Context: an optimization exercise on an open-source flow, tuned for small area. The choices shown serve that exercise and are no tape-out recipe.
The RTL was checked by simulation tests, not by an equivalence proof against the original design.
Power is estimated from default activity; no workload was simulated.

==> flow/design.v <==
module gru_fp_sequencer #(
  parameter int INPUTDIMEN = 4,
  parameter int CELLNUM    = 4,
  parameter int DATABIT    = 16,
  parameter int WDEPTH     = 16,
  parameter int TIMEOUT    = 1023,
  localparam int BW = INPUTDIMEN*CELLNUM*DATABIT,
  localparam int XW = INPUTDIMEN*DATABIT,
  localparam int AW = $clog2(WDEPTH)
) (
  input  logic              clk,
  input  logic              rst_n,
  input  logic              start,
  input  logic              reload,
  input  logic              abort,
  input  logic [7:0]        num_steps,
  output logic [AW-1:0]     w_addr,
  input  logic [6*DATABIT-1:0] w_q,
  output logic [BW-1:0]     wxr,
  output logic [BW-1:0]     wxz,
  output logic [BW-1:0]     wxh,
  output logic [BW-1:0]     whr,
  output logic [BW-1:0]     whz,
  output logic [BW-1:0]     whh,
  output logic              xt_req,
  input  logic              xt_valid,
  input  logic [XW-1:0]     xt_in,
  output logic [XW-1:0]     xt_out,
  output logic              hl_start,
  input  logic              hl_done,
  output logic              ave_start,
  output logic [7:0]        ave_t,
  output logic              head_start,
  input  logic              head_done,
  output logic              busy,
  output logic              done,
  output logic              error,
  output logic              weights_valid
);
  localparam int TW = $clog2(TIMEOUT+1);
  localparam int CW = (TW > AW+1) ? TW : AW+1;
  logic r_load, r_fetch, r_run, r_whl, r_avg, r_head, r_whead, r_done;
  logic [CW-1:0]   r_cnt;
  logic [7:0]      r_idx;
  logic [7:0]      r_steps;
  logic            r_err;
  logic            r_wvalid;
  logic [XW-1:0]   r_xt;
  logic [BW-1:0]   r_wxr, r_wxz, r_wxh;
  logic [BW-1:0]   r_whr, r_whz, r_whh;
  logic [BW-1:0] w_hold, w_shift;
  assign w_hold  = {BW{r_wvalid}};
  assign w_shift = {BW{r_load}};
  logic w_idle, w_wait, w_hit, w_last, w_accept, w_go, w_tmo, w_eq, w_ld;
  assign w_idle   = !(r_load || r_fetch || r_run || r_whl || r_avg || r_head
                      || r_whead || r_done);
  assign w_wait   = r_fetch || r_whl || r_whead;
  assign w_hit    = &r_cnt[CW-1:1];
  assign w_last   = r_cnt[AW];
  assign w_accept = w_idle && start && !abort;
  assign w_go     = w_accept && (num_steps != '0);
  assign w_ld     = reload || !r_wvalid;
  assign w_eq     = (r_idx == r_steps);
  assign w_tmo    = !abort && w_hit && ((r_fetch && !xt_valid)
                    || (r_whl && !hl_done) || (r_whead && !head_done));
  always_ff @(posedge clk or negedge rst_n) begin
    if (!rst_n) begin
      r_load   <= 1'b0;
      r_fetch  <= 1'b0;
      r_run    <= 1'b0;
      r_whl    <= 1'b0;
      r_avg    <= 1'b0;
      r_head   <= 1'b0;
      r_whead  <= 1'b0;
      r_done   <= 1'b0;
      r_idx    <= '0;
      r_err    <= 1'b0;
      r_wvalid <= 1'b0;
    end else begin
      r_load  <= !abort && (w_go && w_ld || r_load && !w_last);
      r_fetch <= !abort && (w_go && !w_ld || r_load && w_last
                 || r_fetch && !xt_valid && !w_hit || r_avg && !w_eq);
      r_run   <= !abort && r_fetch && xt_valid;
      r_whl   <= !abort && (r_run || r_whl && !hl_done && !w_hit);
      r_avg   <= !abort && r_whl && hl_done;
      r_head  <= !abort && r_avg && w_eq;
      r_whead <= !abort && (r_head || r_whead && !head_done && !w_hit);
      r_done  <= !abort && r_whead && head_done;
      if (w_go && reload)
        r_wvalid <= 1'b0;
      else if (r_load && w_last && !abort)
        r_wvalid <= 1'b1;
      if (w_accept) begin
        r_err <= (num_steps == '0);
        r_idx <= '0;
      end else begin
        if (w_tmo) r_err <= 1'b1;
        if (r_run && !abort) r_idx <= r_idx + 1'b1;
      end
    end
  end
  always_ff @(posedge clk) begin
    if (w_wait || (r_load && !w_last)) r_cnt <= r_cnt + 1'b1;
    else                               r_cnt <= '0;
    if (w_accept) r_steps <= num_steps;
    if (r_fetch && xt_valid && !abort) r_xt <= xt_in;
    r_whh <= w_hold & r_whh | w_shift & {r_whh[BW-DATABIT-1:0], w_q[0*DATABIT +: DATABIT]};
    r_whz <= w_hold & r_whz | w_shift & {r_whz[BW-DATABIT-1:0], w_q[1*DATABIT +: DATABIT]};
    r_whr <= w_hold & r_whr | w_shift & {r_whr[BW-DATABIT-1:0], w_q[2*DATABIT +: DATABIT]};
    r_wxh <= w_hold & r_wxh | w_shift & {r_wxh[BW-DATABIT-1:0], w_q[3*DATABIT +: DATABIT]};
    r_wxz <= w_hold & r_wxz | w_shift & {r_wxz[BW-DATABIT-1:0], w_q[4*DATABIT +: DATABIT]};
    r_wxr <= w_hold & r_wxr | w_shift & {r_wxr[BW-DATABIT-1:0], w_q[5*DATABIT +: DATABIT]};
  end
  assign w_addr        = r_load ? r_cnt[AW-1:0] : '0;
  assign wxr           = r_wxr;
  assign wxz           = r_wxz;
  assign wxh           = r_wxh;
  assign whr           = r_whr;
  assign whz           = r_whz;
  assign whh           = r_whh;
  assign xt_req        = r_fetch;
  assign xt_out        = r_xt;
  assign hl_start      = r_run && !abort;
  assign ave_start     = r_avg && !abort;
  assign ave_t         = r_idx;
  assign head_start    = r_head && !abort;
  assign done          = r_done && !abort;
  assign busy          = !w_idle;
  assign error         = r_err;
  assign weights_valid = r_wvalid;
endmodule
==> flow/config.mk <==
export PLATFORM = sky130hd
export DESIGN_NAME = gru_fp_sequencer
export DESIGN_NICKNAME = gru_fp_sequencer
export VERILOG_FILES = /design/flow/design.v
export SDC_FILE = /design/flow/constraint.sdc
export NUM_CORES = 4
export LEC_CHECK = 0
export CAP_MARGIN = 20
export CORE_AREA = 5 5 315 315
export DIE_AREA = 0 0 320 320
export PLACE_DENSITY = 0.8
export SLEW_MARGIN = 20
==> flow/constraint.sdc <==
create_clock -name core_clock -period 5.0 [get_ports {clk}]
set_input_delay 1.0000 -clock core_clock [delete_from_list [all_inputs] [get_ports {clk}]]
set_output_delay 1.0000 -clock core_clock [all_outputs]
set_load 0.01 [all_outputs]
standard.sh (not shown) runs the stock make flow with config.mk's settings and CLKGATE_MAP_FILE= SYNTH_SCRIPT=/design/flow/synth_recipe.tcl, a recipe that flattens the netlist after the stock synthesis.
==> flow/flow/run.sh <==
#!/bin/bash
set -euo pipefail
cd "$(dirname "$0")/.."
export BUFFER_PORTS_ARGS="-buffer_cell sky130_fd_sc_hd__buf_1"
export PLACE_PINS_ARGS="-min_distance 1 -min_distance_in_tracks"
export CTS_ARGS="-sink_clustering_enable -repair_clock_nets -dont_use_dummy_load -buf_list sky130_fd_sc_hd__clkbuf_8 -sink_clustering_buffer sky130_fd_sc_hd__clkbuf_4 -sink_clustering_size 10 -sink_clustering_max_diameter 50"
bash standard.sh finish > flow_make.log 2>&1
Rerun with:
--- a/flow/config.mk
+++ b/flow/config.mk
@@ -9,3 +9,2 @@
-export CORE_AREA = 5 5 315 315
-export DIE_AREA = 0 0 320 320
-export PLACE_DENSITY = 0.8
+export CORE_AREA = 5 5 305 305
+export DIE_AREA = 0 0 310 310
Result: The changed run passed the timing, design-rule and antenna checks; total power is about the same; final cell count drops by 1.3%; first-iteration DRC count grows by 5.0%; wire length barely changes; synthesized cell count is unchanged; sequential share of layout area goes up by 0.10 points; synthesized area stays the same; global-route usage went up by 2.1 points; utilization climbs by 3.6 points; fmax falls by 7.1%; setup slack gets worse by 250 ps.
Rerun with:
==> flow/flow/run.sh (replaced) <==
#!/bin/bash
set -euo pipefail
cd "$(dirname "$0")/.."
export BUFFER_PORTS_ARGS="-buffer_cell sky130_fd_sc_hd__buf_1"
export PLACE_PINS_ARGS="-min_distance 1 -min_distance_in_tracks"
export CTS_ARGS="-sink_clustering_enable -repair_clock_nets -dont_use_dummy_load -buf_list sky130_fd_sc_hd__clkbuf_8 -sink_clustering_buffer sky130_fd_sc_hd__clkbuf_8 -sink_clustering_size 18 -sink_clustering_max_diameter 80"
bash standard.sh finish > flow_make.log 2>&1
--- a/flow/config.mk
+++ b/flow/config.mk
@@ -9,2 +9,3 @@
-export CORE_AREA = 5 5 305 305
-export DIE_AREA = 0 0 310 310
+export CORE_AREA = 5 5 315 315
+export DIE_AREA = 0 0 320 320
+export PLACE_DENSITY = 0.8
Via count goes down by 0.81%.
Setup slack improves by 270 ps.
Critical path depth goes down by 1.
Count of clock-buffer cells in the layout goes down by 80.
First-iteration DRC count goes down by 5.3%.
Synthesized cell count stays the same.
Rerun with:
==> flow/flow/run.sh (replaced) <==
#!/bin/bash
set -euo pipefail
cd "$(dirname "$0")/.."
export BUFFER_PORTS_ARGS="-buffer_cell sky130_fd_sc_hd__buf_1"
export PLACE_PINS_ARGS="-min_distance 1 -min_distance_in_tracks"
export CTS_ARGS="-sink_clustering_enable -repair_clock_nets -dont_use_dummy_load -buf_list sky130_fd_sc_hd__clkbuf_8 -sink_clustering_buffer sky130_fd_sc_hd__clkbuf_4 -sink_clustering_size 10 -sink_clustering_max_diameter 50"
bash standard.sh finish > flow_make.log 2>&1
--- a/flow/config.mk
+++ b/flow/config.mk
@@ -8 +8 @@
-export CAP_MARGIN = 20
+export CAP_MARGIN = 0
@@ -12 +12 @@
-export SLEW_MARGIN = 20
+export SLEW_MARGIN = 0
Outcome:
- The new run completed without violations
- setup slack degrades by 13 ps
- clock power is higher by about 3%
- final area barely changes
- worst hold slack gets better by 200 ps
- via count rose by 1.7%
- sequential cell count stays the same
Rerun with:
--- a/flow/config.mk
+++ b/flow/config.mk
@@ -8 +8 @@
-export CAP_MARGIN = 0
+export CAP_MARGIN = 20
@@ -11,2 +11 @@
-export PLACE_DENSITY = 0.8
-export SLEW_MARGIN = 0
+export SLEW_MARGIN = 20
=> Final cell count is about the same; worst setup slack gets worse by 220 ps; routed wire length rose by about 1.6%; fmax is lower by 6.2%; cell area barely changes; hold slack gets worse by 190 ps; total power is about the same; register-to-register slack gets better by 170 ps; synthesized cell count is unchanged.
Rerun with:
==> flow/flow/run.sh (replaced) <==
#!/bin/bash
set -euo pipefail
cd "$(dirname "$0")/.."
export BUFFER_PORTS_ARGS="-buffer_cell sky130_fd_sc_hd__buf_1"
export PLACE_PINS_ARGS="-min_distance 1 -min_distance_in_tracks"
export CTS_ARGS="-sink_clustering_enable -repair_clock_nets -dont_use_dummy_load -buf_list sky130_fd_sc_hd__clkbuf_8 -sink_clustering_buffer sky130_fd_sc_hd__clkbuf_8 -sink_clustering_size 18 -sink_clustering_max_diameter 80"
bash standard.sh finish > flow_make.log 2>&1
--- a/flow/config.mk
+++ b/flow/config.mk
@@ -8 +8 @@
-export CAP_MARGIN = 20
+export CAP_MARGIN = 0
@@ -11 +11,2 @@
-export SLEW_MARGIN = 20
+export PLACE_DENSITY = 0.8
+export SLEW_MARGIN = 0
What happened: The new run produced a clean layout; global-route usage drops by 0.95 points; final area barely changes; routed wire length drops by 2.7%.

[port drivers added, routing unchanged]
No port has a modelled driver above. Below, the same layouts with a new extraction and two added sets of constraints. Step 1, drivers: a clkbuf_16 drives clk and a buf_2 each remaining input, both assumed. Step 2 also shifts input and output timing later by t, the mid clock arrival at the registers, as if the neighbouring blocks saw the same clock. Three values: ideal ports, drivers, drivers and shift; two values: the first two.
run | t, ns | slack for setup (ns) | worst data-port slew with drivers (ns)
the first run | 0.881 | 1.699 / 1.643 / 1.664 | 0.31
the second run | 0.897 | 1.447 / 1.379 / 1.937 | 0.31
the third run | 0.832 | 1.714 / 1.680 / 1.680 | 0.33
the fourth run | 0.883 | 1.701 / 1.630 / 1.670 | 0.32
the fifth run | 0.905 | 1.484 / 1.413 / 1.806 | 0.29
the sixth run | 0.834 | 1.704 / 1.670 / 1.670 | 0.31
After both steps setup and hold are still met in every run listed. For the first run, which loses most, drivers alone change the setup slack by -0.056 ns; drivers and shift together by -0.035 ns.
